This is an optimization exercise on Yosys and OpenROAD, whose aim is small area, a short achievable clock period and few clock cycles, not a production implementation. Only simulation tests tie the RTL to the original design; equivalence was not proved. The flow treats the clock pin as an ideal source. Dropping or thinning the clock tree relies on that and would not hold on a real chip.

Setup of before:
// ced_top
module ced_top
#(
  parameter int IMG_SIZE = 128
) (
  input  logic        clk,
  input  logic        rst,
  input  logic        enable,
  output logic        ird,
  output logic [13:0] iaddr,
  input  logic [7:0]  idata,
  output logic        grad_wr,
  output logic [39:0] grad_out,
  output logic        done
);
==> flow/config.mk <==
export PLATFORM = sky130hd
export DESIGN_NAME = ced_top
export DESIGN_NICKNAME = ced_top
export VERILOG_FILES = /design/flow/design.v
export SDC_FILE = /design/flow/constraint.sdc
export NUM_CORES = 4
export LEC_CHECK = 0
export CAP_MARGIN = 20
export CORE_MARGIN = 2
export CORE_UTILIZATION = 70
export PLACE_DENSITY = 0.85
export SLEW_MARGIN = 20
==> flow/constraint.sdc <==
create_clock -name core_clock -period 70.0 [get_ports {clk}]
set_input_delay 14.0000 -clock core_clock [delete_from_list [all_inputs] [get_ports {clk}]]
set_output_delay 14.0000 -clock core_clock [all_outputs]
set_load 0.01 [all_outputs]
standard.sh (not shown) runs the stock make flow with config.mk's settings and CLKGATE_MAP_FILE= SYNTH_SCRIPT=/design/flow/synth_recipe.tcl, a recipe that flattens the netlist after the stock synthesis.
==> flow/flow/run.sh <==
#!/bin/bash
# The standard layout (standard.sh, unchanged scripts) with three changes:
# - the port buffers are buf_2 cells rather than the default pick (a slow
#   clkdlybuf4s50_1), which shortens the paths into and out of the ports;
# - clock tree synthesis uses clkbuf_8 cells in clusters of up to 20 sinks
#   and adds no dummy loads for balancing;
# - after clock tree synthesis, the tree's middle level of buffers is taken
#   out (flat_clock.tcl): the root buffer, now a clkbuf_16, drives every leaf
#   buffer itself. Every register still sees the same number of buffers.
# Each tool writes its whole output to a log file here.
set -euo pipefail
export BUFFER_PORTS_ARGS="-buffer_cell sky130_fd_sc_hd__buf_2"
export CTS_ARGS="-sink_clustering_enable -repair_clock_nets -sink_clustering_size 20 -sink_clustering_max_diameter 60 -dont_use_dummy_load -buf_list sky130_fd_sc_hd__clkbuf_8"
bash standard.sh cts > standard_cts.log 2>&1
RESULTS="$PWD/orfs/results/$FLOW_PLATFORM/ced_top/base" openroad -no_init -exit flow/flat_clock.tcl > flat_clock.log 2>&1
bash standard.sh > standard.log 2>&1
==> flow/flow/flat_clock.tcl <==
# Take the middle level out of the clock tree that CTS built: the leaf
# buffers are moved from the middle buffers' nets to the root buffer's net,
# and the root buffer is made a clkbuf_16.
set results $::env(RESULTS)
read_db $results/4_cts.odb
set block [ord::get_db_block]
set db [ord::get_db]
set root [$block findInst clkbuf_0_clk]
if {$root eq "NULL"} { error "no root clock buffer" }
set root_net [[$root findITerm X] getNet]
set mids {}
# a middle buffer is a clock buffer on the root's net that drives only
# other clock buffers
foreach it [$root_net getITerms] {
  set inst [$it getInst]
  if {$inst eq $root || ![string match "*clkbuf*" [[$inst getMaster] getName]]} { continue }
  set only_bufs 1
  foreach lt [[[$inst findITerm X] getNet] getITerms] {
    set l [$lt getInst]
    if {$l ne $inst && ![string match "*clkbuf*" [[$l getMaster] getName]]} { set only_bufs 0 }
  }
  if {$only_bufs} { lappend mids $inst }
}
puts "middle buffers: [llength $mids]"
foreach mid $mids {
  set out_net [[$mid findITerm X] getNet]
  set moved 0
  foreach it [$out_net getITerms] {
    if {[$it getInst] eq $mid} { continue }
    $it disconnect
    $it connect $root_net
    incr moved
  }
  puts "[$mid getName]: moved $moved loads"
  odb::dbInst_destroy $mid
  odb::dbNet_destroy $out_net
}
set m16 [$db findMaster sky130_fd_sc_hd__clkbuf_16]
$root swapMaster $m16
write_db $results/4_cts.odb
Testbench counts of before, summed over its fixed seeds: cycles 172,080.
## Diff of input files: after against before
Settings: PLACE_DENSITY: 0.85 -> 0.6; CORE_UTILIZATION: 70 -> 40.
[summary]
After detailed routing, before needs more wire than after.
Of before and after, after shows the higher standard cell area after detailed placement, with before below it.


== main ==
ced_top, a different RTL version from the one above (not shown whole).
Size: ~250 flip-flops, roughly 68 I/O pins, roughly 9900 um2 of cells after synthesis.
Design ced_top, start of the top module:
module ced_top
#(
  parameter int IMG_SIZE = 128
) (
  input  logic        clk,
  input  logic        rst,
  input  logic        enable,
  output logic        ird,
  output logic [13:0] iaddr,
  input  logic [7:0]  idata,
  output logic        grad_wr,
  output logic [39:0] grad_out,
  output logic        done
);
  localparam int K    = 8;             
  localparam int KO   = K - 2;         
  localparam int OUTS = IMG_SIZE - 2;  
  localparam int DL   = 2 * K + 1;     
  function automatic logic [13:0] radd(input logic [13:0] a, input logic [13:0] b,
                                       input logic cin);
    logic [13:0] s;
    logic        c;
    integer      i;
    c = cin;
    for (i = 0; i < 14; i = i + 1) begin
      s[i] = a[i] ^ b[i] ^ c;
      c    = (a[i] & b[i]) | (a[i] & c) | (b[i] & c);
    end
    radd = s;
  endfunction
  localparam int          LAG        = 4;    
  localparam logic [13:0] OADDR_INIT = 14'(-((LAG - 1) * OUTS + 1));
  logic        started;   
  logic        run;       
  logic [2:0]  jr;        
  logic [6:0]  rowr;      
  logic [6:0]  colr;      
  logic        v1, v2, v3;   
  logic [13:0] oaddr;     
  logic last_j, last_read;
  assign last_j    = (jr == 3'(K - 1));
  assign last_read = last_j && (colr == 7'd127) && (rowr == 7'd127);
  assign ird   = run;
  assign iaddr = {rowr, colr};
  always_ff @(posedge clk or posedge rst) begin
    if (rst) begin
      started <= 1'b0;
      run     <= 1'b0;
      v1      <= 1'b0;
      v2      <= 1'b0;
      v3      <= 1'b0;
      grad_wr <= 1'b0;
      done    <= 1'b0;
    end else begin
      if (enable && !started) begin
        started <= 1'b1;
        run     <= 1'b1;
      end else if (last_read) begin
        run     <= 1'b0;
      end
      v1      <= run && (jr >= 3'd2) && (colr >= 7'd2);
      v2      <= v1;
      v3      <= v2;
      grad_wr <= v3;
      if (started && !run && !v1 && !v2 && !v3) done <= 1'b1;
    end
  end
  logic [6:0]  row_step;
  logic [13:0] oaddr_step;
  always_comb begin
    if (!last_j)              row_step = 7'd1;
    else if (colr == 7'd127)  row_step = 7'(-1);
  ...
Settings: LEC_CHECK=0, CAP_MARGIN=20, CORE_MARGIN=2, CORE_UTILIZATION=40, PLACE_DENSITY=0.6, SLEW_MARGIN=20; clock period 70.0 ns.
==> flow/flow/flat_clock.tcl <==
# Take the middle level out of the clock tree that CTS built: the leaf
# buffers are moved from the middle buffers' nets to the root buffer's net,
# and the root buffer is made a clkbuf_16.
set results $::env(RESULTS)
read_db $results/4_cts.odb
set block [ord::get_db_block]
set db [ord::get_db]
set root [$block findInst clkbuf_0_clk]
if {$root eq "NULL"} { error "no root clock buffer" }
set root_net [[$root findITerm X] getNet]
set mids {}
foreach it [$root_net getITerms] {
  set inst [$it getInst]
  if {$inst ne $root && [string match "clkbuf_*" [[$inst getMaster] getName]] == 0} { continue }
  if {$inst ne $root && [string match "*clkbuf*" [[$inst getMaster] getName]]} { lappend mids $inst }
}
puts "middle buffers: [llength $mids]"
foreach mid $mids {
  set out_net [[$mid findITerm X] getNet]
  set moved 0
  foreach it [$out_net getITerms] {
    if {[$it getInst] eq $mid} { continue }
    $it disconnect
    $it connect $root_net
    incr moved
  }
  puts "[$mid getName]: moved $moved loads"
  odb::dbInst_destroy $mid
  odb::dbNet_destroy $out_net
}
set m16 [$db findMaster sky130_fd_sc_hd__clkbuf_16]
$root swapMaster $m16
write_db $results/4_cts.odb
Scripts as last shown in full above: flow/flow/run.sh
Testbench counts of main, summed over its fixed seeds: cycles 172,080.
Relative to main, the following input files were edited for the feature branch:
-- flow/flow/flat_clock.tcl --
<<< main, line 12
>>> the feature branch, line 12
# a middle buffer is a clock buffer on the root's net that drives only
# other clock buffers
<<< main, line 14
  if {$inst ne $root && [string match "clkbuf_*" [[$inst getMaster] getName]] == 0} { continue }
  if {$inst ne $root && [string match "*clkbuf*" [[$inst getMaster] getName]]} { lappend mids $inst }
>>> the feature branch, line 16
  if {$inst eq $root || ![string match "*clkbuf*" [[$inst getMaster] getName]]} { continue }
  set only_bufs 1
  foreach lt [[[$inst findITerm X] getNet] getITerms] {
    set l [$lt getInst]
    if {$l ne $inst && ![string match "*clkbuf*" [[$l getMaster] getName]]} { set only_bufs 0 }
  }
  if {$only_bufs} { lappend mids $inst }
==> run summary <==
On number of flip-flops and latches, main and the feature branch are basically level. Changes observed in the feature branch relative to main: final cell count has remained practically unchanged. The feature branch ended with less total number of vias than main. | design area | main vs the feature branch | ≈ equal |. The feature branch against main: total met3 wirelength after detailed routing rose by 9.0%; hold slack stayed essentially flat; area after synthesis stayed essentially flat.

## port drivers added, routing unchanged
In the flow no input, the clock included, has a driving cell. The finished layouts below were timed again as built, in two steps. Step 1, drivers: a clkbuf_16 drives clk and a buf_2 each remaining input, both assumed. Step 2 adds t to the input delays and takes it off the output delays; t is the mean of the earliest and latest rising clock arrival at the registers after step 1. Input paths then give back, and output paths get back, about the clock's delay inside the block. Slacks: ideal / step 1 / step 2; pairs: ideal / step 1.
run | t, ns | setup WS [ns] | worst setup path at the end | latest minus earliest clock arrival (ns) | worst data-port slew with drivers (ns)
before | 0.411 | 54.985 / 54.944 / 55.356 | register to output | 0.077 / 0.077 | 0.03
after | 0.444 | 55.014 / 54.971 / 55.414 | register to output | 0.056 / 0.055 | 0.04
main | 0.546 | 54.739 / 54.695 / 55.241 | register to output | 0.069 / 0.070 | 0.04
the feature branch | 0.454 | 54.837 / 54.793 / 55.247 | register to output | 0.059 / 0.059 | 0.04
After both steps every run listed still meets setup and hold.
